This is an optimization exercise on Yosys and OpenROAD, whose aim is small area, a short achievable clock period and few clock cycles per item, not a production implementation.
Function was checked by simulation only, so behaviour that the tests miss may differ from the original.

<file path="design.v">
module rs_decoder_16_8 (
   input  logic       clk,
   input  logic       rst,
   input  logic       din_val,
   input  logic       din_sop,
   input  logic       din_eop,
   input  logic [7:0] din,
   output logic       symb_out_val,
   output logic [7:0] symb_out_cnt,
   output logic [7:0] symb_corrected
);
   function automatic logic [7:0] gf_mul(input logic [7:0] a, input logic [7:0] b);
      logic [7:0] p;
      logic [7:0] aa;
      p  = '0;
      aa = a;
      for (int i = 0; i < 8; i++) begin
         if (b[i]) p = p ^ aa;
         aa = {aa[6:0], 1'b0} ^ (aa[7] ? 8'h1D : 8'h00);
      end
      gf_mul = p;
   endfunction
   function automatic logic [3:0] g16_mul(input logic [3:0] a, input logic [3:0] b);
      logic [6:0] p;
      p = '0;
      for (int i = 0; i < 4; i++) if (b[i]) p = p ^ (7'(a) << i);
      for (int k = 6; k >= 4; k--) if (p[k]) p = p ^ (7'b0000011 << (k - 4)) ^ (7'b1 << k);
      g16_mul = p[3:0];
   endfunction
   function automatic logic [3:0] g16_inv(input logic [3:0] a);
      case (a)
         4'h0: g16_inv = 4'h0;  4'h1: g16_inv = 4'h1;  4'h2: g16_inv = 4'h9;  4'h3: g16_inv = 4'he;
         4'h4: g16_inv = 4'hd;  4'h5: g16_inv = 4'hb;  4'h6: g16_inv = 4'h7;  4'h7: g16_inv = 4'h6;
         4'h8: g16_inv = 4'hf;  4'h9: g16_inv = 4'h2;  4'ha: g16_inv = 4'hc;  4'hb: g16_inv = 4'h5;
         4'hc: g16_inv = 4'ha;  4'hd: g16_inv = 4'h4;  4'he: g16_inv = 4'h3;  4'hf: g16_inv = 4'h8;
         default: g16_inv = 4'h0;
      endcase
   endfunction
   function automatic logic [7:0] gf_inv(input logic [7:0] a);
      logic [7:0] t, r, o;
      logic [3:0] ah, al, n, ni;
      t[0] = a[0];
      t[1] = a[5] ^ a[7];
      t[2] = a[2] ^ a[5];
      t[3] = a[1] ^ a[4] ^ a[6] ^ a[7];
      t[4] = a[2] ^ a[4] ^ a[5] ^ a[6] ^ a[7];
      t[5] = a[2] ^ a[5] ^ a[6];
      t[6] = a[1] ^ a[3] ^ a[4] ^ a[5];
      t[7] = a[5];
      ah = t[7:4];
      al = t[3:0];
      n  = g16_mul(g16_mul(ah, ah), 4'h9) ^ g16_mul(ah, al) ^ g16_mul(al, al);
      ni = g16_inv(n);
      r  = {g16_mul(ah, ni), g16_mul(ah ^ al, ni)};
      o[0] = r[0];
      o[1] = r[2] ^ r[3] ^ r[4];
      o[2] = r[2] ^ r[7];
      o[3] = r[1] ^ r[2] ^ r[3] ^ r[5] ^ r[6];
      o[4] = r[1] ^ r[4] ^ r[5] ^ r[7];
      o[5] = r[7];
      o[6] = r[2] ^ r[5];
      o[7] = r[1] ^ r[7];
      gf_inv = o;
   endfunction
   function automatic logic [7:0] horner_c(input int k);    
      case (k)
         1: horner_c = 8'h80;  2: horner_c = 8'h40;  3: horner_c = 8'h20;  4: horner_c = 8'h10;
         5: horner_c = 8'h08;  6: horner_c = 8'h04;  7: horner_c = 8'h02;  default: horner_c = 8'h01;
      endcase
   endfunction
   function automatic logic [7:0] ainv_c(input int i);      
      case (i)
         1: ainv_c = 8'h8e;  2: ainv_c = 8'h47;  3: ainv_c = 8'had;  4: ainv_c = 8'hd8;  default: ainv_c = 8'h01;
      endcase
   endfunction
   function automatic logic [7:0] apos_c(input int i);      
      apos_c = 8'(1 << i);
   endfunction
   function automatic logic [7:0] ompre_c(input int i);     
      case (i)
         1: ompre_c = 8'h2c;  2: ompre_c = 8'h24;  3: ompre_c = 8'h59;  default: ompre_c = 8'h01;
      endcase
   endfunction
   logic       active;           
   logic [4:0] t;
   logic       in_frame;
   logic [3:0] in_cnt;
   logic       acc, frame_done;
   logic [7:0] rx [16];
   logic [7:0] w  [8];           
   assign acc        = din_val && !active;
   assign frame_done = acc && !din_sop && in_frame && (in_cnt == 4'd15) && din_eop;
   always_ff @(posedge clk) begin
      if (rst) begin
         in_frame <= 1'b0;
         in_cnt   <= '0;
      end else if (acc) begin
         if (din_sop) begin
            in_cnt   <= 4'd1;
            in_frame <= !din_eop;
         end else if (in_frame) begin
            in_cnt <= in_cnt + 4'd1;
            if ((in_cnt == 4'd15) || din_eop) in_frame <= 1'b0;
         end
      end
   end
   wire bm_ph  = active && (t[4:3] == 2'b00);
   wire cnt_ph = active && (t[4:3] == 2'b01);
   wire out_ph = active && t[4];
   always_ff @(posedge clk) begin
      if (rst) begin
         active <= 1'b0;
         t      <= '0;
      end else if (frame_done) begin
         active <= 1'b1;
         t      <= '0;
      end else if (active) begin
         t <= t + 5'd1;
         if (t == 5'd31) active <= 1'b0;
      end
   end
   always_ff @(posedge clk) begin
      if (acc || out_ph) begin
         for (int i = 0; i < 15; i++) rx[i] <= rx[i+1];
         rx[15] <= din;
      end
   end
   logic [7:0] lam [1:4];
   logic [7:0] bb  [1:3];        
   logic       bb0;
   logic [7:0] beta;
   logic [3:0] ll;
   logic [7:0] delta, q, inv_in, inv_out, m_a, m_b;
   logic [7:0] lam_n [1:4];
   logic       grow;
   logic [7:0] nume, deno;
   always_comb begin
      delta = w[0];
      for (int i = 1; i <= 4; i++) delta = delta ^ gf_mul(lam[i], w[i]);
   end
   assign inv_in  = out_ph ? deno : delta;
   assign inv_out = gf_inv(inv_in);
   assign m_a     = out_ph ? nume : delta;
   assign m_b     = out_ph ? inv_out : beta;
   assign q       = gf_mul(m_a, m_b);
   assign grow    = (delta != 8'h00) && ({ll, 1'b0} <= {2'b00, t[2:0]});
   always_comb begin
      lam_n[1] = lam[1] ^ (bb0 ? q : 8'h00);
      for (int i = 2; i <= 4; i++) lam_n[i] = lam[i] ^ gf_mul(q, bb[i-1]);
   end
   always_ff @(posedge clk) begin
      if (frame_done) begin
         for (int i = 1; i <= 4; i++) lam[i] <= '0;
      end else if (bm_ph) begin
         for (int i = 1; i <= 4; i++) lam[i] <= lam_n[i];
      end
   end
   always_ff @(posedge clk) begin
      if (frame_done) begin
         bb0  <= 1'b1;
         for (int i = 1; i <= 3; i++) bb[i] <= '0;
         beta <= 8'h01;
         ll   <= '0;
      end else if (bm_ph) begin
         if (grow) begin
            bb0   <= 1'b1;
            bb[1] <= lam[1];
            bb[2] <= lam[2];
            bb[3] <= lam[3];
            beta  <= inv_out;
            ll    <= {1'b0, t[2:0]} + 4'd1 - ll;
         end else begin
            bb0   <= 1'b0;
            bb[1] <= bb0 ? 8'h01 : 8'h00;
            bb[2] <= bb[1];
            bb[3] <= bb[2];
         end
      end else if (cnt_ph) begin
         if (t[2:0] == 3'd1) bb[1] <= gf_mul(delta, ompre_c(1));
         if (t[2:0] == 3'd2) bb[2] <= gf_mul(delta, ompre_c(2));
         if (t[2:0] == 3'd3) bb[3] <= gf_mul(delta, ompre_c(3));
      end else if (out_ph) begin
         for (int i = 1; i <= 3; i++) bb[i] <= gf_mul(bb[i], apos_c(i));
      end
   end
   always_ff @(posedge clk) begin
      if (acc) begin
         for (int k = 0; k < 8; k++) w[k] <= (din_sop ? 8'h00 : gf_mul(w[k], horner_c(k))) ^ din;
      end else if (active && (t <= 5'd10)) begin
         w[0] <= w[7];
         for (int k = 1; k < 8; k++) w[k] <= w[k-1];
         if (t == 5'd7) for (int k = 1; k <= 4; k++) w[k] <= '0;    
      end
   end
   logic [7:0] c  [1:4];
   logic [7:0] p1 [1:4];
   logic [7:0] e0, e1;
   logic [4:0] roots;
   logic       ok;
   always_comb begin
      e0 = 8'h01;
      e1 = 8'h01;
      for (int i = 1; i <= 4; i++) begin
         p1[i] = gf_mul(c[i], ainv_c(i));
         e0 = e0 ^ c[i];
         e1 = e1 ^ p1[i];
      end
      deno = c[1] ^ c[3];
      nume = w[3] ^ bb[1] ^ bb[2] ^ bb[3];
   end
   wire root0 = (e0 == 8'h00);
   wire root1 = (e1 == 8'h00);
   wire [4:0] roots_n = roots + {4'b0, root0} + {4'b0, root1};
   always_ff @(posedge clk) begin
      if (bm_ph && (t[2:0] == 3'd7)) begin
         for (int i = 1; i <= 4; i++) c[i] <= lam_n[i];
      end else if (cnt_ph) begin
         for (int i = 1; i <= 4; i++) c[i] <= (t[2:0] == 3'd7) ? p1[i] : gf_mul(p1[i], ainv_c(i));
      end else if (out_ph) begin
         for (int i = 1; i <= 4; i++) c[i] <= gf_mul(c[i], apos_c(i));
      end
   end
   always_ff @(posedge clk) begin
      if (bm_ph) roots <= '0;
      else if (cnt_ph) roots <= roots_n;
      if (cnt_ph && (t[2:0] == 3'd7)) ok <= (ll <= 4'd4) && (roots_n == {1'b0, ll});
   end
   always_ff @(posedge clk) begin
      if (rst || !out_ph) begin
         symb_out_val   <= 1'b0;
         symb_out_cnt   <= '0;
         symb_corrected <= '0;
      end else begin
         symb_out_val   <= 1'b1;
         symb_out_cnt   <= {4'b0000, t[3:0]};
         symb_corrected <= rx[0] ^ ((ok && root0) ? q : 8'h00);
      end
   end
endmodule
</file>
<file path="run.sh">
#!/bin/bash
# synth_recipe.tcl (not shown) runs the flow's synth.tcl, then flattens the netlist and writes it again
# the make line also repeats each setting of config.mk as NAME=value (left out here)
make -C /OpenROAD-flow-scripts/flow DESIGN_CONFIG=/design/flow/config.mk WORK_HOME=/design/flow/orfs CLKGATE_MAP_FILE= SYNTH_SCRIPT=/design/flow/synth_recipe.tcl finish
</file>
<file path="config.mk">
export PLATFORM = sky130hd
export DESIGN_NAME = rs_decoder_16_8
export DESIGN_NICKNAME = rs_decoder_16_8
export VERILOG_FILES = /design/flow/design.v
export SDC_FILE = /design/flow/constraint.sdc
export NUM_CORES = 4
export LEC_CHECK = 0
export CAP_MARGIN = 20
export CORE_MARGIN = 2
export CORE_UTILIZATION = 30
export SLEW_MARGIN = 20
</file>
<file path="constraint.sdc">
create_clock -name core_clock -period 25.0 [get_ports {clk}]
set_input_delay 5.0000 -clock core_clock [delete_from_list [all_inputs] [get_ports {clk}]]
set_output_delay 5.0000 -clock core_clock [all_outputs]
set_load 0.01 [all_outputs]
</file>
==> run notes <==
-- through the flow --
| step | hold WS, ps | std cells |
|---|---|---|
| 2_1_floorplan | 400 | 3206 |
| 3_3_place_gp | 400 | 4268 |
| 3_5_place_dp | 405 | 4268 |
| 4_1_cts | 404 | 4335 |
| 5_1_grt | 423 | 4335 |
| 6_report | 395 | 4335 |
-- layout make-up --
cell class	count	area share [%]
clock inverter	18	0.399
clock buffer	49	3.33
multi-input combinational	2573	59.9
inverter	42	0.518
timing repair buffer	76	2.06
tap	1254	5.15
sequential	323	28.6
-- registers in the layout, summed over array words and instances, names as in the netlist, 4 cells and up --
| name | flops |
|---|---|
| bb | 24 |
| symb_corrected | 8 |
| c | 32 |
| ll | 4 |
| t | 5 |
| lam | 32 |
| w | 64 |
| roots | 5 |
| beta | 8 |
| in_cnt | 4 |
| rx | 128 |
| symb_out_cnt | 4 |
-- cells in the mapped netlist, types with 29 or more instances --
master / instances / area share, %
a21oi_1: 103 / 1.8
edfxtp_1: 225 / 24
buf_1: 33 / 0.44
xnor3_1: 50 / 4.0
dfxtp_1: 98 / 7.0
nor2b_1: 37 / 0.82
and2_1: 32 / 0.71
nor2_1: 216 / 2.9
xor2_1: 265 / 8.2
inv_1: 40 / 0.53
a211oi_1: 40 / 1.1
clkbuf_1: 192 / 2.6
buf_2: 29 / 0.52
o21ai_0: 158 / 2.8
mux2i_1: 33 / 1.2
nand3_1: 36 / 0.64
xnor2_1: 651 / 20
nand2_1: 593 / 7.9
-- metal layers --
metal / routed length (um) / track usage, % / vias up
li1: - / - / 10277
met1: 37100 / 24.3 / 10355
met2: 38100 / 27.6 / 899
met3: 7680 / 3.68 / 153
met4: 3100 / 6.52 / 0
met5: 0 / 0 / -
-- worst reg2reg max path, delay by kind of cell (launching register included) --
family / cells / cell delay [ps]
simple gates: 4 / 610
mux: 2 / 1060
xor+xnor: 21 / 7620
compound gates: 5 / 1120
fa+ha+maj: 2 / 440
flops: 1 / 930
buf+inv: 3 / 700
-- final timing paths --
kind         startpoint  cells past startpoint        to  slack, ps
min reg2reg    rx[1][4]                      0  rx[0][4]        400
max           lam[3][5]                     37   c[4][4]      12220
min            rx[1][4]                      0  rx[0][4]        400
max reg2reg   lam[3][5]                     37   c[4][4]      12220
-- cell families (layout without fill, tap and decap cells) --
group / after synthesis / after routing / synth area share (%)
adders and majority gates: 29 / 29 / 1.34
buffers and inverters: 310 / 185 / 4.49
and+or+nand+nor: 1014 / 1014 / 15.2
DFF: 323 / 323 / 31.0
AOI/OAI and AO/OA: 473 / 473 / 10.6
xor gates and xnor gates: 1009 / 1009 / 35.8
other: 1 / 4 / 0.0133
muxes: 44 / 44 / 1.65
==> impl_results.md <==
- Post-Place Cell Area: 0.0293 mm^2
- First-pass GRT wire length: 131000 um
- CTS tree: yes
- Clk sink count: about 320
- Final ANT Viol Nets: 0
- Latest clock arrival within the worst-skew pair: 580 ps
- Final period utilization: around half
- HP Class: flip-flop to flip-flop
- Die area: 0.0964 mm^2
- Main flop type after synthesis: edfxtp_1
- CP most frequent cell: xnor2_1
- Share of cells above drive strength 1: ~5.7%
- PnR worst setup slack: about 12000 ps
- Setup WS pre-CTS: approximately 12000 ps
- Vias in the first global route: between 20000 and 25000
- TNS Setup: 0 ps
- Avg WL per Cell: approximately 20 um
- Fmax: approximately 0.08 GHz
- CP max FO: 26
- Buffers on Ports: 25
- Sequential area share after synthesis: a little under a third
- Multi-input logic area: between 0.015 and 0.02 mm^2
- Final Max Slew Viols: 0
- Post-CTS Setup Repair Bufs: 0
- Cts hold-fix bufs: 0
- Post-Synthesis Cells: 3203
- Final Hold Viols: 0
- Slew headroom: around 28%
- Chip height: about 310 um
- Critical Path RT: approximately 25000 ps
- Worst Setup End Kind: flip-flop
- Iteration-0 DRC Markers: 2438
- Initial antenna violation count: 1
- Io pins: 30
- Core Area: 0.0932 mm^2
- CTS HTree Levels: 2
- Min Tclk post-route: 12780 ps
- Critical-path top delay cell: dfxtp_1
- Asr flop ratio synth: 0%
- Storage element area: just under 0.009 mm^2
- Post_cts resized: 0
- Clk_skew: about 29 ps
- Worst-path clk slew: approximately 60 ps
- Yosys reg bits: 323
- Ant diodes: 0
- Setup violators final: 0
- Commonest non-fill, non-tap cell in the layout: xnor2_1
- Critical path type: flip-flop to flip-flop
- Unrepaired setup endpoints after global routing: no
- Final Cell Area: 0.0304 mm^2
- Slew @ Worst Pin: about 1100 ps
- Final-layout fill cell count: between 9000 and 10000
- Root buf cell: clkbuf_16
- Detailed-route via count: roughly 22000
- CP arrival: roughly 13000 ps
- Max cap viols: 0
- Mapped Area: 0.0282 mm^2
- HPWL Detailed: just under 60000 um
- Post-synth EDFFs: 225
- Max incr delay on CP: just over 900 ps
- Library cells used by synthesis: 88
- P&R area growth vs syn: 8.08%
- Fin util: roughly 33%
- DRC Markers: 0
- Yosys warnings: 8
- Nets: between 3000 and 4000
- Worst setup SP type: flip-flop
- RePlAce Congestion: 0.957
- Syn_area_per_cell: between 8 and 9 um^2
- Routed vias/inst: 5.00
- Starting Density: between 30% and 40%
- GR Overflow Total: 0
- Num rows: 112
- Total iterations of the first detailed-routing run: 7
- Most frequent cells in the layout: 651 x xnor2_1, 591 x nand2_1, 265 x xor2_1
- Number of buffers created by CTS: 37
- Status: timing/DRC/antenna clean
- Family with the most delay on the worst path: XOR/XNOR gates
- GRT Overall Usage: 17.8%
- Total Routed Length: about 86000 um
- Die W: around 310 um
- Largest net degree at the start of global routing: roughly 100
- Clock Tree Buf Depth: 3
- Buf+Inv Stages, Crit Path: 3
Testbench counts, summed over its fixed seeds: cycles 15,368, frames 320.

static timing again, ports no longer ideal:
Ports are ideal in the flow. The routed layout listed here was re-timed in OpenROAD.
Step 1, drivers: a clkbuf_16 drives clk and a buf_2 each remaining input, both assumed.
Step 2, shift: input delay + t, output delay - t, t = (earliest + latest rising clock arrival at the registers) / 2. This alone moves slack from input paths to output paths.
Three values: ideal ports, drivers, drivers and shift; two values: the first two.
t (ns): 0.625
setup WS [ns]: 12.224 / 12.224 / 12.224
worst register clock-pin slew, ns: 0.07 / 0.07
After both steps setup and hold are still met in this run. For this run, drivers alone change the setup slack by 0.000 ns; drivers and shift together by 0.000 ns.
